Context: an optimization exercise on an open-source flow, tuned for small area, a short achievable clock period and few clock cycles per item. The choices shown serve that exercise and are no tape-out recipe. Only simulation tests tie the RTL to the original design; equivalence was not proved.

==> flow/design.v (excerpt) <==
module iir_df1_biquad_axis
#(
    parameter int unsigned coeff_width  = 16,
    parameter int unsigned inout_width  = 16,
    parameter int unsigned scale_factor = 14,
    parameter int          a1_int_coeff = -31880,
    parameter int          a2_int_coeff = 15531,
    parameter int          bo_int_coeff = 167,
    parameter int          b1_int_coeff = -302,
    parameter int          b2_int_coeff = 167
) (
    input  logic                          clk,
    input  logic                          rst,
    input  logic                          s_axis_tvalid,
    input  logic signed [inout_width-1:0] s_axis_tdata,
    output logic                          m_axis_tready,
    output logic signed [inout_width-1:0] m_axis_tdata,
    output logic                          m_axis_tvalid
);
Size in the first run: roughly 130 flip-flops, about 37 I/O pins.
==> flow/config.mk <==
export PLATFORM = sky130hd
export DESIGN_NAME = iir_df1_biquad_axis
export DESIGN_NICKNAME = iir_df1_biquad_axis
export VERILOG_FILES = /design/flow/design.v
export SDC_FILE = /design/flow/constraint.sdc
export NUM_CORES = 4
export LEC_CHECK = 0
export ABC_AREA = 1
export CAP_MARGIN = 20
export CORE_MARGIN = 2
export CORE_UTILIZATION = 40
export SETUP_SLACK_MARGIN = 3.0
export SLEW_MARGIN = 20
export SYNTH_HIERARCHICAL = 1
export SYNTH_MINIMUM_KEEP_SIZE = 0
==> flow/constraint.sdc <==
create_clock -name core_clock -period 7.0 [get_ports {clk}]
set_input_delay 1.4000 -clock core_clock [delete_from_list [all_inputs] [get_ports {clk}]]
set_output_delay 1.4000 -clock core_clock [all_outputs]
set_load 0.01 [all_outputs]
run.sh (not shown) runs the stock make flow with config.mk's settings and CLKGATE_MAP_FILE= SYNTH_SCRIPT=/design/flow/synth_recipe.tcl, a recipe that flattens the netlist after the stock synthesis.
Testbench counts at the start, summed over its fixed seeds: cycles 24,024, items 24,000.
Change:
Settings changed: CORE_UTILIZATION 40 to 55, PLACE_DENSITY from default to 0.75.
Via count grows by 3.0%.
Non-clock buffer count shrinks by 2.
Clock skew barely changes.
Wire length hardly moves.
Worst setup slack gets worse by 0.036 ns.
Die area shrinks by 27%.
Hold slack barely changes.
Synthesized area does not change.
Change:
==> flow/flow/run.sh (new file) <==
#!/bin/bash
# The standard layout (standard.sh: the ORFS flow, standard synthesis included), with
# one change: the buffers placed on the input and output ports are buf_2 cells instead of
# the delay buffers buffer_ports picks by default. Every port still gets its buffer.
set -euo pipefail
export BUFFER_PORTS_ARGS="-buffer_cell sky130_fd_sc_hd__buf_2"
bash standard.sh finish > standard_flow.log 2>&1
==> flow/standard.sh (new file) <==
#!/bin/bash
# synth_recipe.tcl (not shown) runs the flow's synth.tcl, then flattens the netlist and writes it again
# the make line also repeats each setting of config.mk as NAME=value (left out here)
make -C /OpenROAD-flow-scripts/flow DESIGN_CONFIG=/design/flow/config.mk WORK_HOME=/design/flow/orfs CLKGATE_MAP_FILE= SYNTH_SCRIPT=/design/flow/synth_recipe.tcl "${@:-finish}"
Settings changed: CORE_UTILIZATION 55 to 40, PLACE_DENSITY 0.75 to default.
removed: flow/run.sh
After rerunning: The changed run completed with no timing, DRC or antenna violations; core utilization goes down by 17 points; die area rose by 36%; synthesized area does not change; worst setup slack improves by 0.051 ns; hold slack stays flat; register-to-register slack is better by 0.05 ns.
Change:
==> flow/run.sh (new file) <==
#!/bin/bash
# synth_recipe.tcl (not shown) runs the flow's synth.tcl, then flattens the netlist and writes it again
# the make line also repeats each setting of config.mk as NAME=value (left out here)
make -C /OpenROAD-flow-scripts/flow DESIGN_CONFIG=/design/flow/config.mk WORK_HOME=/design/flow/orfs CLKGATE_MAP_FILE= SYNTH_SCRIPT=/design/flow/synth_recipe.tcl finish
Settings changed: SETUP_SLACK_MARGIN 3.0 to 3.2.
removed: flow/flow/run.sh
removed: flow/standard.sh
- via count goes up by 1.7%
- count of clock-buffer cells in the layout stays the same
- final area increases by 5.5%
- area after synthesis is unchanged
- die area does not change
- first-iteration DRC count went down by 23%

-- port drivers added, routing unchanged --
Ports are ideal in the flow. The routed layouts listed here were re-timed in OpenROAD.
Step 1: set_driving_cell puts a clkbuf_16 on clk and a buf_2 on each other input, an assumption about the parent block.
Step 2 also shifts input and output timing later by t, the mid clock arrival at the registers, as if the neighbouring blocks saw the same clock.
Three values: ideal ports, drivers, drivers and shift; two values: the first two.
run	t, ns	setup slack, ns	worst setup path at the end	clock arrival spread, ns	cell pins on the clock port's net
the first run	0.462	3.213 / 3.213 / 2.861	input to register	0.014 / 0.015	1
the second run	0.464	3.177 / 3.177 / 2.779	input to register	0.012 / 0.012	1
the third run	0.457	3.228 / 3.228 / 2.986	input to register	0.013 / 0.013	1
the fourth run	0.463	3.231 / 3.231 / 2.940	input to register	0.014 / 0.014	1
After both steps setup and hold are still met in every run listed. The setup slack of the second run, which loses most, moves by 0.000 ns with the drivers and by -0.398 ns with both steps.
